This is an optimization exercise on Yosys and OpenROAD, whose aim is small area and a short achievable clock period, not a production implementation. Function was not checked in any run shown here: the RTL went through the layout flow alone. No activity file was given, so power comes from the tool's default toggle rates.

### design/flow/config.mk
export PLATFORM = sky130hd
export DESIGN_NAME = fairq_top
export DESIGN_NICKNAME = fairq_top
export VERILOG_FILES = /design/flow/design.v
export SDC_FILE = /design/flow/constraint.sdc
export NUM_CORES = 4
export LEC_CHECK = 0
export CAP_MARGIN = 20
export CORE_MARGIN = 2
export CORE_UTILIZATION = 40
export CTS_CLUSTER_DIAMETER = 180
export CTS_CLUSTER_SIZE = 26
export SLEW_MARGIN = 20
export TNS_END_PERCENT = 0
### design/flow/constraint.sdc
create_clock -name core_clock -period 8.5 [get_ports {clk}]
set_input_delay 1.7000 -clock core_clock [delete_from_list [all_inputs] [get_ports {clk}]]
set_output_delay 1.7000 -clock core_clock [all_outputs]
set_load 0.01 [all_outputs]
### design/flow/design.v
`default_nettype none
package fairq_pkg;
   typedef logic [64-1:0]              data_word_t;
   typedef logic [8-1:0]              ctrl_t;
   typedef logic [$clog2(8)-1:0]      queue_idx_t;
   typedef logic [8-1:0]              queue_mask_t;
   typedef logic [19-1:0]         sram_addr_t;
   typedef logic [15:0]                            flow_count_t;
   typedef logic [15:0]                            share_t;
   typedef logic [15:0]                            window_t;
   typedef enum logic [8:0] {
      CTRL_WORD = 9'b0_0000_0001,
      WORD_1    = 9'b0_0000_0010,
      WORD_2    = 9'b0_0000_0100,
      WORD_3    = 9'b0_0000_1000,
      WORD_4    = 9'b0_0001_0000,
      WORD_5    = 9'b0_0010_0000,
      WORD_6    = 9'b0_0100_0000,
      WORD_7    = 9'b0_1000_0000,
      WAIT_EOP  = 9'b1_0000_0000
   } parse_state_t;
   function automatic window_t ones_add(input window_t a, input window_t b);
      logic [16:0] sum;
      sum = {1'b0, a} + {1'b0, b};
      ones_add = sum[15:0] + {15'b0, sum[16]};
   endfunction
endpackage
`default_nettype wire
`timescale 1ns/1ps
`default_nettype none
module fairq_header_parser (
   input  logic                    clk,
   input  logic                    reset,
   input  logic                    in_wr,
   input  fairq_pkg::ctrl_t        in_ctrl,
   input  fairq_pkg::data_word_t   in_data,
   output logic                    ev_open,
   output logic                    ev_close,
   output fairq_pkg::queue_idx_t   dst_queue,
   output logic                    header_word,
   output logic                    rewrite_word,
   output fairq_pkg::queue_idx_t   src_queue
);
   localparam logic [3:0] S_CTRL = 4'd0;
   localparam logic [3:0] S_W1   = 4'd1;
   localparam logic [3:0] S_W2   = 4'd2;
   localparam logic [3:0] S_W3   = 4'd3;
   localparam logic [3:0] S_W4   = 4'd4;
   localparam logic [3:0] S_W5   = 4'd5;
   localparam logic [3:0] S_W6   = 4'd6;
   localparam logic [3:0] S_W7   = 4'd7;
   localparam logic [3:0] S_EOP  = 4'd8;
   logic [3:0]    state;
   logic [3:0]    state_next;
   logic          single_dest;
   logic          web_port;
   logic          word_6_seen;
   logic          hdr_single;
   logic [15:0]   ether_type;
   logic [7:0]    ip_proto;
   logic [15:0]   tcp_src_port;
   logic [15:0]   tcp_dst_port;
   logic          tcp_fin;
   logic          tcp_syn;
   logic          tcp_rst;
   logic          tcp_ack;
   assign ether_type   = in_data[31:16];
   assign ip_proto     = in_data[7:0];
   assign tcp_src_port = in_data[47:32];
   assign tcp_dst_port = in_data[31:16];
   assign tcp_fin      = in_data[0];
   assign tcp_syn      = in_data[1];
   assign tcp_rst      = in_data[2];
   assign tcp_ack      = in_data[4];
   assign web_port = (tcp_src_port == 16'd80) || (tcp_src_port == 16'd5001) ||
                     (tcp_dst_port == 16'd80) || (tcp_dst_port == 16'd5001);
   assign hdr_single = (in_data[7:0] != 8'd0) &&
                       ((in_data[7:0] & (in_data[7:0] - 8'd1)) == 8'd0);
   assign header_word = in_wr && (state == S_CTRL) && (in_ctrl == 8'hFF);
   always_comb begin
      state_next = state;
      if (in_wr) begin
         case (state)
            S_CTRL: if (in_ctrl == 8'hFF) state_next = S_W1;
            S_W1:   state_next = S_W2;
            S_W2:   state_next = (ether_type == 16'h0800) ? S_W3 : S_EOP;
            S_W3:   state_next = (ip_proto == 8'd6) ? S_W4 : S_EOP;
            S_W4:   state_next = S_W5;
            S_W5:   state_next = web_port ? S_W6 : S_EOP;
            S_W6:   state_next = (tcp_ack && !tcp_syn && !tcp_fin && !tcp_rst) ? S_W7 : S_EOP;
            default: state_next = S_EOP;
         endcase
         if (state != S_CTRL && in_ctrl != 8'd0) state_next = S_CTRL;
      end
   end
   always_ff @(posedge clk) begin
      if (reset) state <= S_CTRL;
      else       state <= state_next;
   end
   always_ff @(posedge clk) begin
      if (header_word) begin
         src_queue   <= in_data[16 +: 3];
         single_dest <= hdr_single;
         dst_queue   <= {|(in_data[7:0] & 8'b1111_0000),
                         |(in_data[7:0] & 8'b1100_1100),
                         |(in_data[7:0] & 8'b1010_1010)};
      end
   end
   assign word_6_seen = in_wr && (state == S_W6) && single_dest;
   assign ev_open  = word_6_seen && tcp_syn && tcp_ack;
   assign ev_close = word_6_seen && tcp_fin;
   assign rewrite_word = in_wr && (state == S_W7);
endmodule
`default_nettype wire
`timescale 1ns/1ps
`default_nettype none
module fairq_queue_lane (
   input  logic                   clk,
   input  logic                   reset,
   input  logic                   cap_en,
   input  logic [16:0]            cap_bus,
   input  logic                   open_en,
   input  fairq_pkg::flow_count_t open_bus,
   input  logic                   diff_en,
   input  fairq_pkg::flow_count_t diff_bus,
   input  logic                   set_live,
   output logic                   live,
   output logic [16:0]            cap4,
   output fairq_pkg::flow_count_t open_count,
   output fairq_pkg::flow_count_t flow_diff
);
   always_ff @(posedge clk) begin
      if (cap_en)  cap4       <= cap_bus;
      if (open_en) open_count <= open_bus;
      if (diff_en) flow_diff  <= diff_bus;
   end
   always_ff @(posedge clk) begin
      if (reset)         live <= 1'b0;
      else if (set_live) live <= 1'b1;
   end
endmodule
module fairq_step #(
   parameter int W = 16
) (
   input  logic [W-1:0] x,
   input  logic         down,
   output logic [W-1:0] y
);
   logic [W-1:0] t;
   assign t = down ? ~x : x;
   assign y[0] = ~x[0];
   for (genvar i = 1; i < W; i++) begin : g_bit
      assign y[i] = x[i] ^ (&t[i-1:0]);
   end
endmodule
`default_nettype wire
`timescale 1ns/1ps
`default_nettype none
module fairq_sub #(
   parameter int W = 17
) (
   input  logic [W-1:0] a,
   input  logic [W-1:0] b,
   output logic [W-1:0] d,
   output logic         ge
);
   localparam int L = $clog2(W);
   logic [W-1:0] x;
   logic [W-1:0] g [L+1];
   logic [W-1:0] p [L+1];
   assign x    = ~(a ^ b);
   assign g[0] = {a[W-1:1] & ~b[W-1:1], a[0] | ~b[0]};
   assign p[0] = x;
   for (genvar l = 0; l < L; l++) begin : g_level
      for (genvar i = 0; i < W; i++) begin : g_bit
         if (i >= (1 << l)) begin : g_join
            assign g[l+1][i] = g[l][i] | (p[l][i] & g[l][i-(1<<l)]);
            assign p[l+1][i] = p[l][i] & p[l][i-(1<<l)];
         end else begin : g_pass
            assign g[l+1][i] = g[l][i];
            assign p[l+1][i] = p[l][i];
         end
      end
   end
   assign d  = x ^ {g[L][W-2:0], 1'b1};
   assign ge = g[L][W-1];
endmodule
module fairq_eac_carry (
   input  logic [15:0] a,
   input  logic [15:0] b,
   output logic [15:0] c
);
   logic [15:0] g [5];
   logic [15:0] p [5];
   assign g[0] = a & b;
   assign p[0] = a | b;
   for (genvar l = 0; l < 4; l++) begin : g_level
      for (genvar i = 0; i < 16; i++) begin : g_bit
         assign g[l+1][i] = g[l][i] | (p[l][i] & g[l][(i+16-(1<<l))%16]);
         if (l < 3) begin : g_prop
            assign p[l+1][i] = p[l][i] & p[l][(i+16-(1<<l))%16];
         end else begin : g_noprop
            assign p[l+1][i] = 1'b0;
         end
      end
   end
   assign c = {g[4][14:0], g[4][15]};
endmodule
module fairq_window_rewriter (
   input  logic                    clk,
   input  logic                    reset,
   input  logic                    clear,
   input  logic                    in_wr,
   input  fairq_pkg::ctrl_t        in_ctrl,
   input  fairq_pkg::data_word_t   in_data,
   input  logic                    rewrite_word,
   input  fairq_pkg::queue_idx_t   src_queue,
   input  logic                    port_free,
   output fairq_pkg::queue_idx_t   div_queue,
   output fairq_pkg::queue_idx_t   div_queue_next,
   input  logic                    port_live,
   input  logic [16:0]             port_cap4,
   input  fairq_pkg::flow_count_t  port_open,
   input  fairq_pkg::flow_count_t  port_diff,
   output logic                    out_wr,
   output fairq_pkg::ctrl_t        out_ctrl,
   output fairq_pkg::data_word_t   out_data
);
   localparam logic [3:0] LAST = 4'd15;
   logic [3:0]    step_count;
   logic [15:0]   divisor;
   logic [15:0]   remainder;
   logic [12:0]   quotient;
   logic          live_s;
   logic          sat;
   logic          open_ge;
   logic [15:0]   unused_open_d;
   logic          diff_ok;
   logic [3:0]    cap_top;
   logic [16:0]   part;
   logic [16:0]   dif;
   logic          ge;
   logic          sat_lo;
   logic [3:0]    unused_sat_d;
   logic [12:0]   code;
   fairq_sub #(.W(16)) u_flows (
      .a  (remainder),
      .b  (divisor),
      .d  (unused_open_d),
      .ge (open_ge)
   );
   assign diff_ok = (divisor != 16'd0) && open_ge;
   fairq_sub #(.W(4)) u_sat (
      .a  (remainder[3:0]),
      .b  (divisor[3:0]),
      .d  (unused_sat_d),
      .ge (sat_lo)
   );
   assign part = {remainder, quotient[12]};
   fairq_sub #(.W(17)) u_step (
      .a  (part),
      .b  ({1'b0, divisor}),
      .d  (dif),
      .ge (ge)
   );
   always_ff @(posedge clk) begin
      if (reset || clear) begin
         step_count <= 4'd0;
      end else if (step_count == 4'd0) begin
         if (port_free) step_count <= 4'd1;
      end else if (step_count == LAST) begin
         step_count <= 4'd0;
      end else begin
         step_count <= step_count + 4'd1;
      end
   end
   assign div_queue_next = reset ? 3'd0 :
                           (step_count == LAST) ? div_queue + 3'd1 : div_queue;
   always_ff @(posedge clk) begin
      div_queue <= div_queue_next;
   end
   always_ff @(posedge clk) begin
      if (step_count == 4'd0) begin
         live_s    <= port_live;
         divisor   <= port_diff;
         remainder <= port_open;
         cap_top   <= port_cap4[16:13];
         quotient  <= port_cap4[12:0];
      end else if (step_count == 4'd1) begin
         if (!diff_ok) divisor <= 16'd1;
         remainder <= {12'd0, cap_top};
      end else if (step_count != LAST) begin
         if (step_count == 4'd2)
            sat <= (divisor[15:4] == 12'd0) && sat_lo;
         remainder <= ge ? dif[15:0] : part[15:0];
         quotient  <= {quotient[11:0], ge};
      end
   end
   always_comb begin
      if (!live_s)                     code = 13'd0;
      else if (sat)                    code = 13'd1;
      else if (quotient[12:8] == 5'd0) code = 13'h100;
      else                             code = quotient;
   end
   logic [12:0]   win_code [8];
   logic [12:0]   code_bus;
   logic [12:0]   src_code;
   assign code_bus = clear ? 13'd0 : code;
   for (genvar q = 0; q < 8; q++) begin : g_code
      always_ff @(posedge clk) begin
         if (clear || (step_count == LAST && div_queue == 3'(q)))
            win_code[q] <= code_bus;
      end
   end
   assign src_code = win_code[src_queue];
   logic                  has_share;
   fairq_pkg::window_t    new_window;
   always_ff @(posedge clk) begin
      has_share    <= (src_code != 13'd0);
      new_window   <= (src_code[12:8] == 5'd0) ? 16'hFFFF : {src_code, 3'b000};
   end
   fairq_pkg::window_t    old_window;
   fairq_pkg::window_t    old_checksum;
   fairq_pkg::window_t    csa_sum;
   fairq_pkg::window_t    csa_carry;
   assign old_window   = in_data[63:48];
   assign old_checksum = in_data[47:32];
   logic [15:0]           csa_rot;
   logic [15:0]           ck_carry;
   logic [15:0]           ck_half;
   logic                  rewrite;
   fairq_pkg::window_t    ck_part;
   fairq_pkg::window_t    ck_carry_r;
   assign csa_sum   = old_window ^ (old_checksum ^ new_window);
   assign csa_carry = (~old_window & ~old_checksum) | (~old_window & new_window) |
                      (~old_checksum & new_window);
   assign csa_rot   = {csa_carry[14:0], csa_carry[15]};
   fairq_eac_carry u_ck (
      .a (csa_sum),
      .b (csa_rot),
      .c (ck_carry)
   );
   assign ck_half = old_window ^ (old_checksum ^ (new_window ^ csa_rot));
   assign rewrite = rewrite_word && has_share;
   always_ff @(posedge clk) begin
      if (reset) out_wr <= 1'b0;
      else       out_wr <= in_wr;
   end
   fairq_pkg::window_t    out_window;
   logic [31:0]           out_low;
   always_ff @(posedge clk) begin
      out_ctrl   <= in_ctrl;
      out_window <= rewrite ? new_window : old_window;
      out_low    <= in_data[31:0];
      ck_part    <= rewrite ? ~ck_half : old_checksum;
      ck_carry_r <= rewrite ? ck_carry : 16'd0;
   end
   assign out_data = {out_window, ck_part ^ ck_carry_r, out_low};
endmodule
`default_nettype wire
`timescale 1ns/1ps
`default_nettype none
module fairq_top (
   input  logic                   clk,
   input  logic                   reset,
   input  logic                   in_wr,
   input  fairq_pkg::ctrl_t       in_ctrl,
   input  fairq_pkg::data_word_t  in_data,
   input  logic                   rd_dst_addr,
   input  fairq_pkg::queue_idx_t  dst_oq,
   input  fairq_pkg::sram_addr_t  dst_oq_high_addr,
   input  fairq_pkg::sram_addr_t  dst_oq_low_addr,
   output logic                   out_wr,
   output fairq_pkg::ctrl_t       out_ctrl,
   output fairq_pkg::data_word_t  out_data
);
   logic                      ev_open;
   logic                      ev_close;
   logic                      header_word;
   logic                      rewrite_word;
   fairq_pkg::queue_idx_t     src_queue;
   fairq_pkg::queue_idx_t     dst_queue;
   fairq_pkg::sram_addr_t     new_capacity;
   logic                      unused_cap_ge;
   logic                      clear;
   logic                      cfg_valid;
   fairq_pkg::queue_idx_t     cfg_queue;
   logic [16:0]               cfg_cap4;
   logic                      cfg_nz;
   logic [8-1:0] lane_live;
   logic [16:0]               lane_cap4  [8];
   fairq_pkg::flow_count_t    lane_open  [8];
   fairq_pkg::flow_count_t    lane_diff  [8];
   fairq_pkg::queue_idx_t     div_queue;
   fairq_pkg::queue_idx_t     div_queue_next;
   fairq_pkg::queue_idx_t     sel_next;
   fairq_pkg::queue_mask_t    sel_hot;
   fairq_pkg::queue_mask_t    div_hot;
   logic                      a_next;
   logic                      b_next;
   fairq_pkg::queue_idx_t     b_queue_next;
   logic                      port_free;
   logic                      sel_live;
   logic [16:0]               sel_cap4;
   fairq_pkg::flow_count_t    sel_open;
   fairq_pkg::flow_count_t    sel_diff;
   logic                      a_open;
   logic                      b_open_early;
   logic                      b_close_early;
   logic                      b_open;
   logic                      b_close;
   fairq_pkg::queue_idx_t     b_queue;
   logic                      do_open;
   logic                      do_close;
   logic [16:0]               cap_bus;
   fairq_pkg::flow_count_t    open_bus;
   fairq_pkg::flow_count_t    diff_bus;
   fairq_pkg::flow_count_t    diff_next;
   fairq_header_parser u_parser (
      .clk           (clk),
      .reset         (reset),
      .in_wr         (in_wr),
      .in_ctrl       (in_ctrl),
      .in_data       (in_data),
      .ev_open       (ev_open),
      .ev_close      (ev_close),
      .dst_queue     (dst_queue),
      .header_word   (header_word),
      .rewrite_word  (rewrite_word),
      .src_queue     (src_queue)
   );
   always_ff @(posedge clk) begin
      if (reset) begin
         a_open        <= 1'b0;
         b_open_early  <= 1'b0;
         b_close_early <= 1'b0;
         b_open        <= 1'b0;
         b_close       <= 1'b0;
      end else begin
         a_open        <= ev_open;
         b_open_early  <= ev_open;
         b_close_early <= ev_close;
         b_open        <= b_open_early;
         b_close       <= b_close_early;
      end
   end
   assign b_queue_next = (ev_open || ev_close) ? dst_queue : b_queue;
   always_ff @(posedge clk) begin
      b_queue <= b_queue_next;
   end
   assign port_free = !(a_open || b_open || b_close);
   assign a_next    = ev_open && !reset;
   assign b_next    = b_open_early || b_close_early;
   always_comb begin
      if (a_next)      sel_next = src_queue;
      else if (b_next) sel_next = b_queue_next;
      else             sel_next = div_queue_next;
   end
   always_ff @(posedge clk) begin
      sel_hot <= 8'd1 << sel_next;
      div_hot <= 8'd1 << div_queue_next;
   end
   always_comb begin
      sel_live = 1'b0;
      sel_cap4 = '0;
      sel_open = '0;
      sel_diff = '0;
      for (int q = 0; q < 8; q++) begin
         sel_live = sel_live | (div_hot[q] & lane_live[q]);
         sel_cap4 = sel_cap4 | ({17{div_hot[q]}} & lane_cap4[q]);
         sel_open = sel_open | ({16{sel_hot[q]}} & lane_open[q]);
         sel_diff = sel_diff | ({16{sel_hot[q]}} & lane_diff[q]);
      end
   end
   assign do_open  = a_open || b_open;
   assign do_close = b_close;
   fairq_pkg::flow_count_t    open_p1;
   fairq_pkg::flow_count_t    diff_p1;
   fairq_pkg::flow_count_t    diff_m1;
   fairq_step #(.W(16)) u_open_p1 (.x(sel_open), .down(1'b0), .y(open_p1));
   fairq_step #(.W(16)) u_diff_p1 (.x(sel_diff), .down(1'b0), .y(diff_p1));
   fairq_step #(.W(16)) u_diff_m1 (.x(sel_diff), .down(1'b1), .y(diff_m1));
   always_comb begin
      if (do_open && do_close) diff_next = sel_diff;
      else if (do_open)        diff_next = diff_p1;
      else                     diff_next = diff_m1;
   end
   assign open_bus = clear ? 16'd0 : open_p1;
   assign diff_bus = clear ? 16'd0 : diff_next;
   fairq_sub #(.W(19)) u_cap (
      .a  (dst_oq_high_addr),
      .b  (dst_oq_low_addr),
      .d  (new_capacity),
      .ge (unused_cap_ge)
   );
   always_ff @(posedge clk) begin
      clear     <= reset;
      cfg_valid <= rd_dst_addr && !reset;
      cfg_queue <= dst_oq;
      cfg_cap4  <= new_capacity[18:2];
      cfg_nz    <= (dst_oq_high_addr != dst_oq_low_addr);
   end
   assign cap_bus = clear ? 17'd0 : cfg_cap4;
   for (genvar q = 0; q < 8; q++) begin : g_lane
      logic cap_hit, open_hit, close_hit;
      assign cap_hit   = cfg_valid && (cfg_queue == 3'(q));
      assign open_hit  = do_open && sel_hot[q];
      assign close_hit = do_close && sel_hot[q];
      fairq_queue_lane u_lane (
         .clk         (clk),
         .reset       (clear),
         .cap_en      (clear || cap_hit),
         .cap_bus     (cap_bus),
         .open_en     (clear || open_hit),
         .open_bus    (open_bus),
         .diff_en     (clear || open_hit || close_hit),
         .diff_bus    (diff_bus),
         .set_live    ((cap_hit && cfg_nz) || open_hit || close_hit),
         .live        (lane_live[q]),
         .cap4        (lane_cap4[q]),
         .open_count  (lane_open[q]),
         .flow_diff   (lane_diff[q])
      );
   end
   fairq_window_rewriter u_rewriter (
      .clk          (clk),
      .reset        (reset),
      .clear        (clear),
      .in_wr        (in_wr),
      .in_ctrl      (in_ctrl),
      .in_data      (in_data),
      .rewrite_word (rewrite_word),
      .src_queue    (src_queue),
      .port_free    (port_free),
      .div_queue    (div_queue),
      .div_queue_next (div_queue_next),
      .port_live    (sel_live),
      .port_cap4    (sel_cap4),
      .port_open    (sel_open),
      .port_diff    (sel_diff),
      .out_wr       (out_wr),
      .out_ctrl     (out_ctrl),
      .out_data     (out_data)
   );
endmodule
`default_nettype wire
### design/flow/flow/run.sh
#!/bin/bash
# The standard layout (standard.sh, unchanged synthesis and steps) with two
# knobs the flow settings cannot reach: port buffers are buf_1 cells instead
# of the default delay cells, and timing repair aims for a larger setup slack.
# make's output goes to flow.log here; each ORFS step keeps its own log under
# orfs/logs/.
set -euo pipefail
export BUFFER_PORTS_ARGS="-buffer_cell sky130_fd_sc_hd__buf_1"
export SETUP_SLACK_MARGIN=6.0
bash standard.sh > flow.log 2>&1
### design/flow/standard.sh
#!/bin/bash
# synth_recipe.tcl (not shown) runs the flow's synth.tcl, then flattens the netlist and writes it again
# the make line also repeats each setting of config.mk as NAME=value (left out here)
make -C /OpenROAD-flow-scripts/flow DESIGN_CONFIG=/design/flow/config.mk WORK_HOME=/design/flow/orfs CLKGATE_MAP_FILE= SYNTH_SCRIPT=/design/flow/synth_recipe.tcl "${@:-finish}"
==> results of run 1 <==
[stage by stage]
| stage | cell area [µm²] | power (mW) | std cells | hold WS (ns) |
|---|---|---|---|---|
| finish | 33500 | 7.17 | 3445 | 0.495 |
| global route | 33500 | 7.47 | 3445 | 0.518 |
| CTS | 33400 | 7.19 | 3443 | 0.502 |
| detailed placement | 32100 | 5.40 | 3363 | 0.478 |
| global placement | 32100 | 5.38 | 3363 | 0.475 |
| floorplan | 30500 | 5.07 | 2287 | 0.439 |
[final timing paths]
| path | endpoint | from | slack (ns) | cells past startpoint |
|---|---|---|---|---|
| hold / removal | b_open | a_open | 0.50 | 1 |
| setup reg to reg | u_rewriter.remainder[12] | u_rewriter.remainder[3] | 5.33 | 9 |
| setup / recovery | u_rewriter.ck_carry_r[9] | in_data[50] | 5.18 | 10 |
| hold reg to reg | b_open | a_open | 0.50 | 1 |
[synthesized netlist by cell type, types with 10 or more instances]
library cell	n	area [µm²]
nand2_1	80	300
nand4_1	42	263
or2_2	11	68.8
nand3_1	33	165
and4_1	15	131
and2_1	25	156
a22oi_1	159	1190
xor2_1	40	350
inv_1	103	387
and3_1	12	75.1
a21o_1	53	398
o22ai_1	17	106
a21oi_1	62	310
o21a_1	10	75.1
nor2b_1	44	275
xnor2_1	75	657
clkbuf_1	61	229
mux2_2	20	225
or3_1	14	87.6
buf_1	20	75.1
nor3_1	32	160
fa_1	17	340
a221oi_1	40	350
buf_2	28	140
a22o_1	31	272
dfxtp_1	169	3380
nor2_1	179	672
nor4_1	19	119
nand2b_1	20	125
o21ai_0	62	310
ha_1	63	788
a31oi_1	37	231
edfxtp_1	554	16600
maj3_1	13	130
mux2i_1	19	190
[repair_timing]
item	4_1_cts	5_1_grt
endpoints found under the setup margin	824	879
gates resized for setup	88	14
cloned	0	1
setup buffers	22	1
pin swaps	24	2
hold buffers	0	0
[final cells by class]
| class | instances | area, µm² |
|---|---|---|
| Sequential cell | 723 | 20000 |
| Inverter | 103 | 413 |
| Fill cell | 6846 | 42100 |
| Clock buffer | 57 | 895 |
| Clock inverter | 1 | 8.76 |
| Multi-Input combinational cell | 1351 | 9790 |
| Tap cell | 978 | 1220 |
| Timing Repair Buffer | 232 | 1130 |
[worst register-to-register path, cell delays in order (launching register included)]
cell and delay (ns):
edfxtp_1 0.46, ha_1 0.39, a21o_1 0.24, nor3_4 0.17, a211oi_1 0.16, o41a_1 0.50
a2111oi_4 0.42, buf_4 0.18, clkbuf_4 0.23, o311ai_0 0.16
[kinds of logic after synthesis]
logic type / Yosys count
compound gates: 547
xor+xnor: 115
fa+ha+maj: 93
buf+inv: 213
flops: 723
mux: 46
simple gates: 550
[sequential cells by signal, indices dropped and copies added, names as in the netlist, 17 cells and up]
register,cells
g_lane.u_lane.open_count,128
cfg_cap4,17
u_rewriter.out_low,32
g_lane.u_lane.flow_diff,128
u_rewriter.win_code,104
g_lane.u_lane.cap4,136
[metal layers]
metal | GRT usage | vias up | wire, µm
li1 | - | 8992 | -
met1 | 0.269 | 9865 | 34300
met2 | 0.332 | 664 | 37600
met3 | 0.0179 | 92 | 4060
met4 | 0.0524 | 0 | 1970
met5 | 0 | - | 0
[power breakdown]
part	leakage (nW)	switching (mW)	internal [mW]	total, mW
Sequential	7.02	0.131	4.15	4.28
Clock	0.428	1.06	0.719	1.78
Combinational	4.43	0.669	0.443	1.11
Total	11.9	1.86	5.32	7.17
==> notes.md, run 1 <==
final hold viol count 0; WP buf/inv 2; post-DP HPWL 50200 µm; Setup WS pre-CTS 4.24 ns; largest net degree at the start of global routing 57; CP Cell Sequence buf_2 > inv_2 > fa_2 > a31oi_1 > nor2_2 > maj3_2 > maj3_2 > a311oi_2 > or4_1 > a21oi_1; Worst Slack Setup Final 5.18 ns; EDFF count, synth 554; Async SR Flop Fraction 0; Final Net Count 2639; area grow syn2layout 10.1%; initial core utilization 0.403; GRT Total Usage 0.195; measured slew at the worst slew-check pin 1.10 ns; Pwr Density 214 nW/µm²; max-slew violations 0; fin util 0.443; CTS tree done; Post-Synth Simple-Gate Area 0.0924; I/O Pins 190; clock slew at the register clock pins of the worst setup and hold paths 0.11 ns; Yosys warning total 23; Rows 101; Max stage delay on crit path 0.47 ns; Critical Path Fanout Max 3; Clock Latency Late Sink 0.64 ns; Die Wd 280 µm; Tmin final 3.32 ns; initial antenna violation count 0; post-synthesis mux area share 0.0188; maximum root-to-sink buffer count 3; Worst Setup End Kind register; ANT cells 0; first-pass GRT wire length 118000 µm; average routed wire per standard cell 22.6 µm; DR vias 19600; total CTS buffers 31; Finish-stage setup viols 0; Adder-Cell Fraction of Synth Area 0.0414; Mapped Nets 2484; CORE AREA 75600 µm²; Remaining DRCs 0; ys flop type edfxtp_1; Routed Antenna Nets 0; Post-Synth XOR/XNOR Area 0.0331; vias in the first global route 19400; largest family of logic cells by synthesized area compound AO/OA/AOI/OAI gates; Arr. time, crit path 3.83 ns; static leakage 11.9 nW; Worst path slowest cell fa_2; Crit path max-delay family adder cells; setup TNS 0 ns; f_max 301 MHz; Syn Area/Cell 13.3 µm²; maxcap violations 0; commonest non-fill, non-tap cell in the layout edfxtp_1; most frequent cells in the layout edfxtp_1 (554), buf_1 (172), nor2_1 (170), dfxtp_1 (164), a22oi_1 (159); Max-slew headroom 0.267; critical path class input port to register; maximum vdd drop 201 µV; sequential-to-total area share from yosys stat 0.658; Die Y 280 µm; Synth Cell Area 30400 µm²; Yosys cell types 71; Final Cycle Share 0.391; share of cells above drive strength 1 0.0872; CTS Root Buffer Type clkbuf_16; complex-gate fraction of the synthesized area 0.129; total gr overflow 0; Seq cells post-synth 723; CTS Sinks 723; startpoint types input port; drt first pass iters 7; cell repeated most along the worst path maj3_2; initial detailed-routing violation count 1796; Hold Path Class register to register; die area 78300 µm²; htree depth 1; Fin Clk Skew 0.0268 ns; worst endpoint required time 9.01 ns; unrepaired setup endpoints after global routing yes; Post-Syn Instances 2287; status timing/DRC/antenna clean; final wirelength 77900 µm; vias per cell 5.69; RD Place Congestion 0.885; PortBufs 189
==> run 2: changes to the inputs <==
--- a/design/flow/design.v
+++ b/design/flow/design.v
@@ -141,16 +141,2 @@
 endmodule
-module fairq_step #(
-   parameter int W = 16
-) (
-   input  logic [W-1:0] x,
-   input  logic         down,
-   output logic [W-1:0] y
-);
-   logic [W-1:0] t;
-   assign t = down ? ~x : x;
-   assign y[0] = ~x[0];
-   for (genvar i = 1; i < W; i++) begin : g_bit
-      assign y[i] = x[i] ^ (&t[i-1:0]);
-   end
-endmodule
 `default_nettype wire
@@ -187,11 +173,13 @@
 endmodule
-module fairq_eac_carry (
+module fairq_eac_add (
    input  logic [15:0] a,
    input  logic [15:0] b,
-   output logic [15:0] c
+   output logic [15:0] s
 );
+   logic [15:0] x;
    logic [15:0] g [5];
    logic [15:0] p [5];
+   assign x    = a ^ b;
    assign g[0] = a & b;
-   assign p[0] = a | b;
+   assign p[0] = x;
    for (genvar l = 0; l < 4; l++) begin : g_level
@@ -206,3 +194,3 @@
    end
-   assign c = {g[4][14:0], g[4][15]};
+   assign s = x ^ {g[4][14:0], g[4][15]};
 endmodule
@@ -211,3 +199,2 @@
    input  logic                    reset,
-   input  logic                    clear,
    input  logic                    in_wr,
@@ -228,3 +215,3 @@
 );
-   localparam logic [3:0] LAST = 4'd15;
+   localparam logic [3:0] LAST = 4'd14;
    logic [3:0]    step_count;
@@ -238,3 +225,2 @@
    logic          diff_ok;
-   logic [3:0]    cap_top;
    logic [16:0]   part;
@@ -246,4 +232,4 @@
    fairq_sub #(.W(16)) u_flows (
-      .a  (remainder),
-      .b  (divisor),
+      .a  (port_open),
+      .b  (port_diff),
       .d  (unused_open_d),
@@ -251,3 +237,3 @@
    );
-   assign diff_ok = (divisor != 16'd0) && open_ge;
+   assign diff_ok = (port_diff != 16'd0) && open_ge;
    fairq_sub #(.W(4)) u_sat (
@@ -266,3 +252,3 @@
    always_ff @(posedge clk) begin
-      if (reset || clear) begin
+      if (reset) begin
          step_count <= 4'd0;
@@ -284,11 +270,7 @@
          live_s    <= port_live;
-         divisor   <= port_diff;
-         remainder <= port_open;
-         cap_top   <= port_cap4[16:13];
+         divisor   <= diff_ok ? port_diff : 16'd1;
+         remainder <= {12'd0, port_cap4[16:13]};
          quotient  <= port_cap4[12:0];
-      end else if (step_count == 4'd1) begin
-         if (!diff_ok) divisor <= 16'd1;
-         remainder <= {12'd0, cap_top};
       end else if (step_count != LAST) begin
-         if (step_count == 4'd2)
+         if (step_count == 4'd1)
             sat <= (divisor[15:4] == 12'd0) && sat_lo;
@@ -307,6 +289,6 @@
    logic [12:0]   src_code;
-   assign code_bus = clear ? 13'd0 : code;
+   assign code_bus = reset ? 13'd0 : code;
    for (genvar q = 0; q < 8; q++) begin : g_code
       always_ff @(posedge clk) begin
-         if (clear || (step_count == LAST && div_queue == 3'(q)))
+         if (reset || (step_count == LAST && div_queue == 3'(q)))
             win_code[q] <= code_bus;
@@ -318,4 +300,4 @@
    always_ff @(posedge clk) begin
-      has_share    <= (src_code != 13'd0);
-      new_window   <= (src_code[12:8] == 5'd0) ? 16'hFFFF : {src_code, 3'b000};
+      has_share  <= (src_code != 13'd0);
+      new_window <= (src_code[12:8] == 5'd0) ? 16'hFFFF : {src_code, 3'b000};
    end
@@ -325,21 +307,16 @@
    fairq_pkg::window_t    csa_carry;
+   fairq_pkg::window_t    ck_sum;
+   fairq_pkg::data_word_t data_next;
    assign old_window   = in_data[63:48];
    assign old_checksum = in_data[47:32];
-   logic [15:0]           csa_rot;
-   logic [15:0]           ck_carry;
-   logic [15:0]           ck_half;
-   logic                  rewrite;
-   fairq_pkg::window_t    ck_part;
-   fairq_pkg::window_t    ck_carry_r;
-   assign csa_sum   = old_window ^ (old_checksum ^ new_window);
+   assign csa_sum   = old_window ^ old_checksum ^ new_window;
    assign csa_carry = (~old_window & ~old_checksum) | (~old_window & new_window) |
                       (~old_checksum & new_window);
-   assign csa_rot   = {csa_carry[14:0], csa_carry[15]};
-   fairq_eac_carry u_ck (
+   fairq_eac_add u_ck (
       .a (csa_sum),
-      .b (csa_rot),
-      .c (ck_carry)
+      .b ({csa_carry[14:0], csa_carry[15]}),
+      .s (ck_sum)
    );
-   assign ck_half = old_window ^ (old_checksum ^ (new_window ^ csa_rot));
-   assign rewrite = rewrite_word && has_share;
+   assign data_next = (rewrite_word && has_share) ?
+                      {new_window, ~ck_sum, in_data[31:0]} : in_data;
    always_ff @(posedge clk) begin
@@ -348,12 +325,6 @@
    end
-   fairq_pkg::window_t    out_window;
-   logic [31:0]           out_low;
    always_ff @(posedge clk) begin
-      out_ctrl   <= in_ctrl;
-      out_window <= rewrite ? new_window : old_window;
-      out_low    <= in_data[31:0];
-      ck_part    <= rewrite ? ~ck_half : old_checksum;
-      ck_carry_r <= rewrite ? ck_carry : 16'd0;
+      out_ctrl <= in_ctrl;
+      out_data <= data_next;
    end
-   assign out_data = {out_window, ck_part ^ ck_carry_r, out_low};
 endmodule
@@ -384,7 +355,3 @@
    logic                      unused_cap_ge;
-   logic                      clear;
-   logic                      cfg_valid;
-   fairq_pkg::queue_idx_t     cfg_queue;
-   logic [16:0]               cfg_cap4;
-   logic                      cfg_nz;
+   logic                      new_cap_nz;
    logic [8-1:0] lane_live;
@@ -397,3 +364,2 @@
    fairq_pkg::queue_mask_t    sel_hot;
-   fairq_pkg::queue_mask_t    div_hot;
    logic                      a_next;
@@ -406,3 +372,6 @@
    fairq_pkg::flow_count_t    sel_diff;
+   logic                      same_queue;
    logic                      a_open;
+   logic                      a_close;
+   logic                      a_two;
    logic                      b_open_early;
@@ -414,2 +383,3 @@
    logic                      do_close;
+   logic                      open_two;
    logic [16:0]               cap_bus;
@@ -417,3 +387,3 @@
    fairq_pkg::flow_count_t    diff_bus;
-   fairq_pkg::flow_count_t    diff_next;
+   fairq_pkg::flow_count_t    diff_step;
    fairq_header_parser u_parser (
@@ -431,2 +401,3 @@
    );
+   assign same_queue = (src_queue == dst_queue);
    always_ff @(posedge clk) begin
@@ -434,2 +405,3 @@
          a_open        <= 1'b0;
+         a_close       <= 1'b0;
          b_open_early  <= 1'b0;
@@ -440,4 +412,5 @@
          a_open        <= ev_open;
-         b_open_early  <= ev_open;
-         b_close_early <= ev_close;
+         a_close       <= ev_close && same_queue;
+         b_open_early  <= ev_open && !same_queue;
+         b_close_early <= ev_close && !same_queue;
          b_open        <= b_open_early;
@@ -448,6 +421,7 @@
    always_ff @(posedge clk) begin
+      if (ev_open || ev_close) a_two <= same_queue;
       b_queue <= b_queue_next;
    end
-   assign port_free = !(a_open || b_open || b_close);
-   assign a_next    = ev_open && !reset;
+   assign port_free = !(a_open || a_close || b_open || b_close);
+   assign a_next    = (ev_open || (ev_close && same_queue)) && !reset;
    assign b_next    = b_open_early || b_close_early;
@@ -460,3 +434,2 @@
       sel_hot <= 8'd1 << sel_next;
-      div_hot <= 8'd1 << div_queue_next;
    end
@@ -468,4 +441,4 @@
       for (int q = 0; q < 8; q++) begin
-         sel_live = sel_live | (div_hot[q] & lane_live[q]);
-         sel_cap4 = sel_cap4 | ({17{div_hot[q]}} & lane_cap4[q]);
+         sel_live = sel_live | (sel_hot[q] & lane_live[q]);
+         sel_cap4 = sel_cap4 | ({17{sel_hot[q]}} & lane_cap4[q]);
          sel_open = sel_open | ({16{sel_hot[q]}} & lane_open[q]);
@@ -475,16 +448,11 @@
    assign do_open  = a_open || b_open;
-   assign do_close = b_close;
-   fairq_pkg::flow_count_t    open_p1;
-   fairq_pkg::flow_count_t    diff_p1;
-   fairq_pkg::flow_count_t    diff_m1;
-   fairq_step #(.W(16)) u_open_p1 (.x(sel_open), .down(1'b0), .y(open_p1));
-   fairq_step #(.W(16)) u_diff_p1 (.x(sel_diff), .down(1'b0), .y(diff_p1));
-   fairq_step #(.W(16)) u_diff_m1 (.x(sel_diff), .down(1'b1), .y(diff_m1));
+   assign do_close = a_close || b_close;
+   assign open_two = a_open && a_two;
    always_comb begin
-      if (do_open && do_close) diff_next = sel_diff;
-      else if (do_open)        diff_next = diff_p1;
-      else                     diff_next = diff_m1;
+      if (do_open && do_close) diff_step = open_two ? 16'd1 : 16'd0;
+      else if (do_open)        diff_step = open_two ? 16'd2 : 16'd1;
+      else                     diff_step = 16'hFFFF;
    end
-   assign open_bus = clear ? 16'd0 : open_p1;
-   assign diff_bus = clear ? 16'd0 : diff_next;
+   assign open_bus = reset ? 16'd0 : sel_open + (open_two ? 16'd2 : 16'd1);
+   assign diff_bus = reset ? 16'd0 : sel_diff + diff_step;
    fairq_sub #(.W(19)) u_cap (
@@ -495,13 +463,7 @@
    );
-   always_ff @(posedge clk) begin
-      clear     <= reset;
-      cfg_valid <= rd_dst_addr && !reset;
-      cfg_queue <= dst_oq;
-      cfg_cap4  <= new_capacity[18:2];
-      cfg_nz    <= (dst_oq_high_addr != dst_oq_low_addr);
-   end
-   assign cap_bus = clear ? 17'd0 : cfg_cap4;
+   assign new_cap_nz = (dst_oq_high_addr != dst_oq_low_addr);
+   assign cap_bus    = reset ? 17'd0 : new_capacity[18:2];
    for (genvar q = 0; q < 8; q++) begin : g_lane
       logic cap_hit, open_hit, close_hit;
-      assign cap_hit   = cfg_valid && (cfg_queue == 3'(q));
+      assign cap_hit   = rd_dst_addr && (dst_oq == 3'(q));
       assign open_hit  = do_open && sel_hot[q];
@@ -510,10 +472,10 @@
          .clk         (clk),
-         .reset       (clear),
-         .cap_en      (clear || cap_hit),
+         .reset       (reset),
+         .cap_en      (reset || cap_hit),
          .cap_bus     (cap_bus),
-         .open_en     (clear || open_hit),
+         .open_en     (reset || open_hit),
          .open_bus    (open_bus),
-         .diff_en     (clear || open_hit || close_hit),
+         .diff_en     (reset || open_hit || close_hit),
          .diff_bus    (diff_bus),
-         .set_live    ((cap_hit && cfg_nz) || open_hit || close_hit),
+         .set_live    ((cap_hit && new_cap_nz) || open_hit || close_hit),
          .live        (lane_live[q]),
@@ -527,3 +489,2 @@
       .reset        (reset),
-      .clear        (clear),
       .in_wr        (in_wr),
==> design/flow/run.sh (new file) <==
#!/bin/bash
# synth_recipe.tcl (not shown) runs the flow's synth.tcl, then flattens the netlist and writes it again
# the make line also repeats each setting of config.mk as NAME=value (left out here)
make -C /OpenROAD-flow-scripts/flow DESIGN_CONFIG=/design/flow/config.mk WORK_HOME=/design/flow/orfs CLKGATE_MAP_FILE= SYNTH_SCRIPT=/design/flow/synth_recipe.tcl finish
--- a/design/flow/config.mk
+++ b/design/flow/config.mk
@@ -10,5 +10,3 @@
 export CORE_UTILIZATION = 40
-export CTS_CLUSTER_DIAMETER = 180
-export CTS_CLUSTER_SIZE = 26
+export SETUP_SLACK_MARGIN = 3
 export SLEW_MARGIN = 20
-export TNS_END_PERCENT = 0
removed: design/flow/flow/run.sh
removed: design/flow/standard.sh
==> notes.md, run 2 <==
Seq cells post-synth 675; commonest non-fill, non-tap cell in the layout edfxtp_1; fillers 6429; die area 75100 µm²; Hold Path Class register to register; initial detailed-routing violation count 1202; Max-slew headroom 0.272; post-CTS setup buffer count 0; largest net degree at the start of global routing 68; max FFs per register 136; share of the synthesized area in the top cell type 0.555; total CTS buffers 75; area grow syn2layout 17.6%; most frequent cells after synthesis edfxtp_1 (539), nor2_1 (186), a22oi_1 (156); final hold viol count 0; clock slew at the register clock pins of the worst setup and hold paths 0.06 ns; Finish-stage setup viols 0; vias in the first global route 19400; Mapped Nets 2464; PortBufs 189; measured slew at the worst slew-check pin 1.09 ns; average routed wire per standard cell 22.1 µm; ANT cells 0; non-filler instance count after layout 3440; fin util 0.473; initial core utilization 0.402; biggest area consumer among synthesized cells edfxtp_1; Tmin final 4.56 ns; Pint 6.33 mW; static leakage 12.4 nW; cts hold-fix bufs 0; CORE AREA 72600 µm²; Synth Cell Area 29200 µm²; Pwr Density 249 nW/µm²; startpoint types register; Fin Clk Skew 0.0189 ns; Arr. time, crit path 4.95 ns; placed cells 3302; maximum root-to-sink buffer count 3; worst endpoint required time 8.89 ns; ys flop type edfxtp_1; Routed Antenna Nets 0; Multi-input gate area 9330 µm²; Yosys cell types 90; total gr overflow 0; Die Wd 274 µm; Async SR Flop Fraction 0; biggest regs g_lane.u_lane.cap4: 136 flops, g_lane.u_lane.flow_diff: 128 flops, g_lane.u_lane.open_count: 128 flops; switching power total 2.21 mW; critical path class register to register; switching share of power 0.259; htree depth 3; I/O Pins 190; initial antenna violation count 0; most frequent cells in the layout edfxtp_1 (539), clkdlybuf4s50_1 (188), nor2_1 (186), a22oi_1 (156), dfxtp_1 (128); sequential power share 0.478; f_max 219 MHz; GRT Total Usage 0.201; max-slew violations 0; Remaining DRCs 0; Critical Path Fanout Max 28; Final Net Count 2647; Syn Area/Cell 13.0 µm²; Rows 99; sequential-to-total area share from yosys stat 0.648; vias per cell 5.60; Final Instance Area 34300 µm²; setup TNS 0 ns; Clock Latency Late Sink 0.62 ns; top-count cell post-synth edfxtp_1; Area after DPL 31900 µm²; combinational share of power 0.150; hold slack 0.464 ns; CTS tree done; Yosys warning total 23; register area 18900 µm²; share of cells above drive strength 1 0.0721; Clk network pwr share 0.372; final wirelength 75900 µm; synth top area cells edfxtp_1 (55%), dfxtp_1 (9.3%), a22oi_1 (4.0%); Top reg by flops g_lane.u_lane.cap4; first-pass GRT wire length 115000 µm; CTS Sinks 675; CTS Root Buffer Type clkbuf_16; Final Cycle Share 0.537; post-CTS resize count 0; maxcap violations 0; EDFF count, synth 539; unrepaired setup endpoints after global routing no; drt first pass iters 5; Post-Syn Instances 2237; status timing/DRC/antenna clean; Worst Setup End Kind register; post-DP HPWL 48200 µm; Die Y 274 µm; RD Place Congestion 0.854; maximum vdd drop 157 µV; DR vias 19300
run 2: cell count changes after synthesis, moves of 13 or more:
cell | before | now
nor2b_1 | 44 | 21
xor2_1 | 40 | 22
clkbuf_1 | 61 | 35
dfxtp_1 | 169 | 136
o21ai_1 | 1 | 14
ha_1 | 63 | 91
xnor2_1 | 75 | 40
o21ai_0 | 62 | 79
mux2_2 | 20 | 5
edfxtp_1 | 554 | 539
a21oi_1 | 62 | 110
run 2: logic make-up (layout without fill, tap and decap cells):
kind of cell	after synthesis	after routing	synth area share
simple gates	527	527	0.0898
fa+ha+maj	111	111	0.0524
xor+xnor	62	62	0.0186
compound gates	613	613	0.146
mux	34	34	0.0121
buf+inv	215	459	0.0328
flops	675	675	0.648
run 2: worst max-delay path, cell delays in order (launching register included):
cell and delay (ns):
dfxtp_2 0.61, buf_4 0.44, a22oi_1 0.21, and4_1 0.27, inv_1 0.11, ha_1 0.25, fa_1 0.44, a211oi_1 0.35
o21bai_1 0.15, a31oi_1 0.26, o21ai_1 0.15, o41ai_1 0.45, o21ai_1 0.16, xnor2_1 0.14, nor2_1 0.33
run 2: final timing paths:
| path | startpoint | depth (start not counted) | slack [ns] | endpoint |
|---|---|---|---|---|
| worst min-delay path | b_queue[2] | 1 | 0.46 | b_queue[2] |
| worst max register to register | sel_hot[3] | 14 | 3.94 | g_lane[4].u_lane.flow_diff[14] |
| worst max-delay path | sel_hot[3] | 14 | 3.94 | g_lane[4].u_lane.flow_diff[14] |
| worst min register to register | b_queue[2] | 1 | 0.46 | b_queue[2] |
run 2: layout make-up:
cell class                 count  area share
multi-input combinational   1347       0.272
timing repair buffer         206      0.0588
tap                          959      0.0350
clock inverter                44      0.0117
clock buffer                  94      0.0589
inverter                     115      0.0126
sequential                   675       0.551
run 2: stage by stage:
| stage | setup slack [ns] | power (mW) |
|---|---|---|
| 2_1_floorplan | 4.65 | 5.02 |
| 3_3_place_gp | 3.56 | 5.39 |
| 3_5_place_dp | 3.61 | 5.42 |
| 4_1_cts | 3.89 | 8.62 |
| 5_1_grt | 3.58 | 8.92 |
| 6_report | 3.94 | 8.54 |
run 2: per-layer routing:
metal,up-vias,track usage,share of wire
met5,-,0,0
met2,597,0.349,0.49
li1,8942,-,-
met1,9613,0.263,0.43
met4,0,0.0566,0.018
met3,105,0.0272,0.058
run 2: power groups by stage:
| stage | combinational, mW | sequential (mW) | clock, mW |
|---|---|---|---|
| floorplan | 0.902 | 4.12 | 0 |
| global placement | 1.25 | 4.14 | 0 |
| detailed placement | 1.27 | 4.15 | 0 |
| CTS | 1.28 | 4.09 | 3.26 |
| global route | 1.41 | 4.12 | 3.39 |
| finish | 1.28 | 4.08 | 3.18 |
==> run 3: changes to the inputs <==
--- a/design/flow/config.mk
+++ b/design/flow/config.mk
@@ -10,3 +10,3 @@
 export CORE_UTILIZATION = 40
-export SETUP_SLACK_MARGIN = 3
+export SETUP_SLACK_MARGIN = 4.5
 export SLEW_MARGIN = 20
==> notes.md, run 3 <==
met3 usage 0.0293; met1 GRT Util 0.263; status timing/DRC/antenna clean; Mapped Nets 2464; Yosys warning total 23; worst hold stages 1; Die Wd 274 µm; initial antenna violation count 0; DR vias 19400; most frequent cells after synthesis edfxtp_1 (539), nor2_1 (186), a22oi_1 (156); Routed Antenna Nets 0; setup TNS 0 ns; Rows 99; Die Y 274 µm; Critical Path Fanout Max 5; fin util 0.481; synth top area cells edfxtp_1 (55%), dfxtp_1 (9.3%), a22oi_1 (4.0%); Arr. time, crit path 4.42 ns; initial detailed-routing violation count 1363; Async SR Flop Fraction 0; PortBufs 189; total power 8.62 mW; area grow syn2layout 19.6%; Pwr Density 247 nW/µm²; vias per cell 5.63; most frequent cells in the layout edfxtp_1 (539), clkdlybuf4s50_1 (184), nor2_1 (180), a22oi_1 (156), dfxtp_1 (128); startpoint types input port; total gr overflow 0; maximum vdd drop 159 µV; Worst Setup End Kind register; first-pass GRT wire length 116000 µm; Setup crit end u_rewriter.out_data[33]; max-slew violations 0; biggest regs g_lane.u_lane.cap4: 136 flops, g_lane.u_lane.flow_diff: 128 flops, g_lane.u_lane.open_count: 128 flops; Post-Syn Instances 2237; f_max 253 MHz; commonest non-fill, non-tap cell in the layout edfxtp_1; htree depth 3; initial core utilization 0.402; Top reg by flops g_lane.u_lane.cap4; largest net degree at the start of global routing 68; GRT Total Usage 0.201; measured slew at the worst slew-check pin 1.07 ns; CTS tree done; share of the synthesized area in the top cell type 0.555; Finish-stage setup viols 0; Final Net Count 2658; Synth Cell Area 29200 µm²; share of cells above drive strength 1 0.102; Syn Area/Cell 13.0 µm²; top-count cell post-synth edfxtp_1; sequential-to-total area share from yosys stat 0.648; Tmin final 3.96 ns; CTS Sinks 675; FF-to-FF setup slack 4.74 ns; R2R depth 13; die area 75100 µm²; average routed wire per standard cell 22.3 µm; drt first pass iters 7; ANT cells 0; final hold viol count 0; CORE AREA 72600 µm²; critical register-to-register path startpoint sel_hot[3]; RD Place Congestion 0.854; EDFF count, synth 539; met2 usage in global routing 0.349; post-DP HPWL 48200 µm; Yosys cell types 90; worst r2r dst g_lane[0].u_lane.flow_diff[12]; Final Cycle Share 0.465; Clock Latency Late Sink 0.62 ns; non-filler instance count after layout 3451; worst endpoint required time 8.97 ns; Setup crit start in_data[46]; clock slew at the register clock pins of the worst setup and hold paths 0.06 ns; Remaining DRCs 0; I/O Pins 190; GR peak layer met2; max FFs per register 136; final wirelength 76900 µm; Fin Clk Skew 0.0198 ns; vias in the first global route 19400; Max-slew headroom 0.284; cts hold-fix bufs 0; CTS Root Buffer Type clkbuf_16; ys flop type edfxtp_1; static leakage 12.6 nW; Seq cells post-synth 675; total CTS buffers 75; critical path class input port to register; placed cells 3302; maximum root-to-sink buffer count 3; maxcap violations 0; biggest area consumer among synthesized cells edfxtp_1; Hold Path Class register to register; unrepaired setup endpoints after global routing yes
## run 3: cell counts after synthesis
Identical to the previous run, type by type.
## run 3: cell families (layout without fill, tap and decap cells)
kind of cell	count (synthesis)	in the layout	synth area share
muxes	34	34	0.0121
AOI/OAI and AO/OA	613	613	0.146
xor gates and xnor gates	62	62	0.0186
and+or+nand+nor	527	527	0.0898
adders and majority gates	111	111	0.0524
DFF	675	675	0.648
buffers and inverters	215	470	0.0328
## run 3: cell type report
class	instances	area, µm²
fillers	6366	37700
flip-flops and latches	675	18900
multi-input cells	1347	9700
repair buffers	217	2220
clock buffers	94	2020
well taps	959	1200
inverters	115	432
clock inverters	44	400
## run 3: worst min-delay path by stage
stage | from | to | slack [ns]
floorplan | b_queue[2] | b_queue[2] | 0.43
global placement | b_queue[1] | b_queue[1] | 0.45
detailed placement | b_queue[2] | b_queue[2] | 0.45
CTS | b_queue[2] | b_queue[2] | 0.47
global route | b_queue[0] | b_queue[0] | 0.48
finish | b_queue[2] | b_queue[2] | 0.47
## run 3: timing repair
action / 4_1_cts / 5_1_grt
endpoints found under the setup margin: 104 / 120
buffers inserted: 0 / 11
pin swaps: 0 / 18
resized for setup: 31 / 81
## run 3: worst max-delay path, cell delays in order
cell and delay (ns):
clkdlybuf4s50_1 0.52, inv_1 0.08, fa_1 0.54, ha_2 0.32, a21oi_2 0.17, o21bai_1 0.11, a21oi_1 0.28, o31ai_2 0.14
a31oi_1 0.29, xnor2_1 0.16, a21oi_1 0.08
## run 3: routing by layer
layer,part of all wire,vias up
met4,0.018,0
met3,0.061,112
met5,0,-
li1,-,8972
met2,0.49,605
met1,0.43,9753
## run 3: metrics by stage
step	worst slack, ns	cell area [µm²]	hold slack (ns)
after floorplan	4.65	29200	0.432
after global placement	3.56	31900	0.450
after CTS	4.48	34400	0.467
final	4.54	34900	0.470
after detailed placement	3.61	31900	0.453
after global routing	4.43	34900	0.482
## run 3: power by group
group | total, mW | internal [mW] | switching [mW] | leakage [nW]
logic | 1.36 | 0.558 | 0.801 | 4.86
clock network | 3.18 | 1.85 | 1.33 | 1.16
registers | 4.08 | 3.96 | 0.120 | 6.58
total | 8.62 | 6.37 | 2.25 | 12.6
==> run 4: changes to the inputs <==
--- a/design/flow/config.mk
+++ b/design/flow/config.mk
@@ -10,3 +10,3 @@
 export CORE_UTILIZATION = 40
-export SETUP_SLACK_MARGIN = 4.5
+export SETUP_SLACK_MARGIN = 5
 export SLEW_MARGIN = 20
==> notes.md, run 4 <==
DR vias 19900; Finish-stage setup viols 0; biggest area consumer among synthesized cells edfxtp_1; static leakage 13.2 nW; vias per cell 5.64; largest net degree at the start of global routing 63; Max-slew headroom 0.342; worst hold stages 1; Yosys warning total 23; post-DP HPWL 47800 µm; Pwr Density 239 nW/µm²; total gr overflow 0; total CTS buffers 73; cell repeated most along the worst path a21oi_4; ANT cells 0; CORE AREA 72600 µm²; status timing/DRC/antenna clean; area grow syn2layout 24.3%; register area 18900 µm²; WP buf/inv 2; Crit path max-delay family compound AO/OA/AOI/OAI gates; max-slew violations 0; PortBufs 189; Async SR Flop Fraction 0; clock slew at the register clock pins of the worst setup and hold paths 0.06 ns; maximum root-to-sink buffer count 3; measured slew at the worst slew-check pin 0.987 ns; first-pass GRT wire length 118000 µm; final hold viol count 0; initial antenna violation count 0; startpoint types input port; Worst path slowest cell fa_2; Arr. time, crit path 3.97 ns; Top reg by flops g_lane.u_lane.cap4; maxcap violations 0; maximum vdd drop 188 µV; cts hold-fix bufs 0; most frequent cells in the layout edfxtp_1 (539), nor2_1 (173), a22oi_1 (154), clkdlybuf4s50_1 (130), dfxtp_1 (128); sequential-to-total area share from yosys stat 0.648; die area 75100 µm²; Routed Antenna Nets 0; Setup crit end u_rewriter.out_data[36]; worst endpoint required time 8.97 ns; initial detailed-routing violation count 1452; Hold Path Class register to register; setup TNS 0 ns; Rows 99; Setup crit start in_data[36]; Synth Cell Area 29200 µm²; met1 GRT Util 0.261; Max stage delay on crit path 0.59 ns; Final Instance Area 36300 µm²; CP Cell Sequence dlygate4sd2_1 > inv_1 > fa_2 > ha_4 > a21oi_4 > o21bai_2 > a21oi_4 > o31ai_4 > a31oi_2 > xnor2_1 > a21oi_1; Area after DPL 32200 µm²; final wirelength 79200 µm; RD Place Congestion 0.937; Yosys cell types 90; drt first pass iters 5; CTS Sinks 675; biggest regs g_lane.u_lane.cap4: 136 flops, g_lane.u_lane.flow_diff: 128 flops, g_lane.u_lane.open_count: 128 flops; Fin Clk Skew 0.0259 ns; R2R depth 10; average routed wire per standard cell 22.5 µm; f_max 285 MHz; max FFs per register 136; Multi-input gate area 10500 µm²; htree depth 3; most frequent cells after synthesis edfxtp_1 (539), nor2_1 (186), a22oi_1 (156); Die Wd 274 µm; critical register-to-register path startpoint sel_hot[5]; path length in cells of the critical path 11; Mapped Nets 2464; Syn Area/Cell 13.0 µm²; fillers 6309; Die Y 274 µm; CTS tree done; GR peak layer met2; top-count cell post-synth edfxtp_1; critical path class input port to register; Post-Syn Instances 2237; FF-to-FF setup slack 5.06 ns; Worst Setup End Kind register; Remaining DRCs 0; commonest non-fill, non-tap cell in the layout edfxtp_1; vias in the first global route 19800; Tmin final 3.51 ns; Critical Path Fanout Max 4; unrepaired setup endpoints after global routing yes; share of the synthesized area in the top cell type 0.555; Clock Latency Late Sink 0.62 ns; CTS Root Buffer Type clkbuf_16; synth top area cells edfxtp_1 (55%), dfxtp_1 (9.3%), a22oi_1 (4.0%); share of cells above drive strength 1 0.184; I/O Pins 190; met3 usage 0.0359; worst r2r dst g_lane[4].u_lane.open_count[14]; ys flop type edfxtp_1; Final Cycle Share 0.413; GRT Total Usage 0.206; EDFF count, synth 539; Final Net Count 2730; initial core utilization 0.402; Seq cells post-synth 675; met2 usage in global routing 0.358
==> run 4: cell counts after synthesis <==
No cell type changed its count.
==> run 4: area by class of cell <==
type / instances / area share
multi-input combinational: 1347 / 0.289
sequential: 675 / 0.522
inverter: 115 / 0.0128
timing repair buffer: 291 / 0.0800
clock buffer: 93 / 0.0538
tap: 959 / 0.0331
clock inverter: 38 / 0.00928
==> run 4: worst min-delay path by stage <==
stage	slack, ns	to	from
3_5_place_dp	0.45	b_queue[2]	b_queue[2]
3_3_place_gp	0.45	b_queue[1]	b_queue[1]
4_1_cts	0.47	b_queue[2]	b_queue[2]
2_1_floorplan	0.43	b_queue[2]	b_queue[2]
5_1_grt	0.48	b_queue[2]	b_queue[2]
6_report	0.46	b_queue[2]	b_queue[2]
==> run 4: kinds of logic after synthesis <==
family                   Yosys count  synth area share
flip-flops                       675             0.648
AO/OA/AOI/OAI                    613             0.146
AND/OR/NAND/NOR                  527            0.0898
buffers and inverters            215            0.0328
adder cells (fa/ha/maj)          111            0.0524
XOR/XNOR                          62            0.0186
multiplexers                      34            0.0121
==> run 4: where the power goes <==
part	switching (mW)	leakage (nW)	internal, mW
clock	1.29	1.12	1.76
combinational	0.888	5.46	0.665
sequential	0.119	6.58	3.96
total	2.30	13.2	6.38
==> run 4: metrics by stage <==
stage | hold slack (ns) | std cells | power [mW] | util | setup slack, ns
after detailed placement | 0.448 | 3310 | 5.47 | 0.444 | 3.80
after floorplan | 0.432 | 2237 | 5.07 | - | 4.74
after global placement | 0.448 | 3310 | 5.43 | 0.444 | 3.78
final | 0.463 | 3518 | 8.68 | 0.500 | 4.99
after global routing | 0.477 | 3518 | 9.06 | 0.500 | 4.89
after CTS | 0.466 | 3489 | 8.66 | 0.492 | 4.94
==> run 4: repair_timing <==
item	CTS	global route
setup buffers	44	27
resized for setup	230	123
gates cloned	4	2
setup endpoints to repair	378	241
pin swaps	101	94
==> run 4: layer usage <==
metal,vias to the layer above,routed length [µm]
met5,-,0
met4,0,1930
met3,110,4660
met2,634,39100
met1,9992,33500
li1,9123,-
==> run 5: changes to the inputs <==
--- a/design/flow/config.mk
+++ b/design/flow/config.mk
@@ -10,2 +10,4 @@
 export CORE_UTILIZATION = 40
+export CTS_BUF_LIST = sky130_fd_sc_hd__clkbuf_4 sky130_fd_sc_hd__clkbuf_8
+export CTS_CLUSTER_SIZE = 24
 export SETUP_SLACK_MARGIN = 5
==> notes.md, run 5 <==
status timing/DRC/antenna clean; Finish-stage setup viols 0; vias per cell 5.58; clock slew at the register clock pins of the worst setup and hold paths 0.06 ns; I/O Pins 190; Max-slew headroom 0.346; vias in the first global route 20000; CORE AREA 72600 µm²; htree depth 3; Die Y 274 µm; Remaining DRCs 0; Critical Path Fanout Max 5; final hold viol count 0; Post-Syn Instances 2237; CP Cell Sequence clkdlybuf4s50_1 > inv_1 > fa_1 > ha_4 > a21oi_4 > o21bai_4 > a21oi_4 > buf_4 > o31ai_4 > a31oi_4 > xnor2_1 > a21oi_1; Routed Antenna Nets 0; CTS tree done; Async SR Flop Fraction 0; largest net degree at the start of global routing 63; max-slew violations 0; ys flop type edfxtp_1; max FFs per register 136; hold slack 0.466 ns; f_max 285 MHz; startpoint types input port; biggest area consumer among synthesized cells edfxtp_1; Crit path max-delay family compound AO/OA/AOI/OAI gates; RD Place Congestion 0.937; Arr. time, crit path 4.09 ns; fillers 6375; Final Net Count 2761; Mapped Nets 2464; sequential-to-total area share from yosys stat 0.648; drt first pass iters 6; commonest non-fill, non-tap cell in the layout edfxtp_1; Pwr Density 235 nW/µm²; post-DP HPWL 47800 µm; PortBufs 189; Seq cells post-synth 675; Final Instance Area 36200 µm²; Multi-input gate area 10300 µm²; Rows 99; Worst path slowest cell clkdlybuf4s50_1; WP buf/inv 3; total power 8.51 mW; area grow syn2layout 24.1%; Final Cycle Share 0.412; Tmin final 3.50 ns; Die Wd 274 µm; biggest regs g_lane.u_lane.cap4: 136 flops, g_lane.u_lane.flow_diff: 128 flops, g_lane.u_lane.open_count: 128 flops; most frequent cells in the layout edfxtp_1 (539), nor2_1 (177), a22oi_1 (152), clkdlybuf4s50_1 (134), dfxtp_1 (128); Hold Path Class register to register; maximum root-to-sink buffer count 3; Worst Setup End Kind register; Synth Cell Area 29200 µm²; initial detailed-routing violation count 1433; Syn Area/Cell 13.0 µm²; Fin Clk Skew 0.0565 ns; measured slew at the worst slew-check pin 0.981 ns; Clock Latency Late Sink 0.76 ns; initial core utilization 0.402; unrepaired setup endpoints after global routing yes; total CTS buffers 111; Top reg by flops g_lane.u_lane.cap4; share of cells above drive strength 1 0.189; first-pass GRT wire length 119000 µm; maxcap violations 0; Max stage delay on crit path 0.46 ns; die area 75100 µm²; CTS Root Buffer Type clkbuf_8; share of the synthesized area in the top cell type 0.555; Yosys cell types 90; critical path class input port to register; maximum vdd drop 144 µV; initial antenna violation count 1; top-count cell post-synth edfxtp_1; EDFF count, synth 539; synth top area cells edfxtp_1 (55%), dfxtp_1 (9.3%), a22oi_1 (4.0%); cell repeated most along the worst path a21oi_4; static leakage 13.4 nW; average routed wire per standard cell 22.5 µm; worst endpoint required time 9.09 ns; final wirelength 80700 µm; CTS Sinks 675; Yosys warning total 23; register area 18900 µm²; cts hold-fix bufs 0; total gr overflow 0; Area after DPL 32200 µm²; GRT Total Usage 0.207; most frequent cells after synthesis edfxtp_1 (539), nor2_1 (186), a22oi_1 (156); DR vias 20000; setup TNS 0 ns
==> run 5: cell types whose count changed in the layout (fill, tap and decap cells not counted), moves of 10 or more <==
cell             change
clkbuf_1            -16
clkinv_1            +13
clkbuf_8           +114
clkbuf_2            -14
clkbuf_16           -71
dlymetal6s2s_1      +20
clkbuf_4            +32
clkdlybuf4s15_1     -10
==> run 5: routing by layer <==
layer | vias up | share of wire | GRT usage
met5 | - | 0 | 0
met4 | 0 | 0.025 | 0.0664
met3 | 142 | 0.063 | 0.0369
met2 | 699 | 0.49 | 0.359
met1 | 9967 | 0.42 | 0.261
li1 | 9203 | - | -
==> run 5: cell type report <==
cell class | instances | area share
Antenna cell | 2 | 0.000138
Clock buffer | 149 | 0.0511
Clock inverter | 56 | 0.0122
Inverter | 115 | 0.0128
Multi-Input combinational cell | 1347 | 0.285
Sequential cell | 675 | 0.523
Tap cell | 959 | 0.0331
Timing Repair Buffer | 284 | 0.0831
==> run 5: cell families after synthesis <==
| kind of cell | count (synthesis) | synth area share |
|---|---|---|
| xor gates and xnor gates | 62 | 0.0186 |
| buffers and inverters | 215 | 0.0328 |
| DFF | 675 | 0.648 |
| muxes | 34 | 0.0121 |
| and+or+nand+nor | 527 | 0.0898 |
| adders and majority gates | 111 | 0.0524 |
| AOI/OAI and AO/OA | 613 | 0.146 |
==> run 5: path summary, 6_finish.rpt <==
| path | start | end | slack [ns] | cells past startpoint |
|---|---|---|---|---|
| worst max-delay path | in_data[60] | u_rewriter.out_data[44] | 5.00 | 12 |
| worst min-delay path | b_queue[2] | b_queue[2] | 0.47 | 1 |
| worst max register to register | sel_hot[3] | u_rewriter.divisor[2] | 5.09 | 13 |
| worst min register to register | b_queue[2] | b_queue[2] | 0.47 | 1 |
==> run 5: what timing repair did <==
action	4_1_cts	5_1_grt
gates cloned	3	5
pin swaps	60	102
endpoints found under the setup margin	326	192
gates resized for setup	143	117
buffers inserted	25	37
==> run 5: through the flow <==
step / util / instances / setup WS (ns)
after global placement: 0.444 / 3310 / 3.78
final: 0.499 / 3587 / 5.00
after global routing: 0.499 / 3587 / 4.87
after detailed placement: 0.444 / 3310 / 3.80
after floorplan: - / 2237 / 4.74
after CTS: 0.487 / 3543 / 4.91
==> run 5: power breakdown <==
group / total [mW] / switching, mW / leakage (nW) / internal, mW
Clock: 2.92 / 1.34 / 1.22 / 1.58
Sequential: 4.08 / 0.120 / 6.58 / 3.96
Combinational: 1.51 / 0.866 / 5.57 / 0.643

-- separate check: timing with driven ports --
How much do the figures lean on ideal ports? The routed layouts below were timed once more, with nothing changed but the port constraints.
Step 1, drivers: a clkbuf_16 drives clk and a buf_2 each remaining input, both assumed.
Step 2 times the ports against the registers' clock, not the clock port: input delays grow and output delays shrink by t, the midpoint of the rising clock arrivals with the driver on.
Three values: ideal, step 1, step 2; two values: the first two.
| run | t (ns) | setup slack, ns | worst register clock-pin slew, ns | worst slew at a driven data input, ns |
|---|---|---|---|---|
| run 1 | 0.693 | 5.179 / 5.218 / 4.525 | 0.11 / 0.11 | 0.05 |
| run 2 | 0.683 | 3.939 / 3.939 / 3.546 | 0.07 / 0.07 | 0.06 |
| run 3 | 0.673 | 4.543 / 4.568 / 3.895 | 0.06 / 0.06 | 0.06 |
| run 4 | 0.673 | 4.994 / 5.030 / 4.357 | 0.06 / 0.06 | 0.07 |
| run 5 | 0.790 | 4.996 / 5.027 / 4.237 | 0.07 / 0.07 | 0.06 |
After both steps setup and hold are still met in every run listed. The setup slack of run 5, which loses most, moves by +0.031 ns with the drivers and by -0.759 ns with both steps.
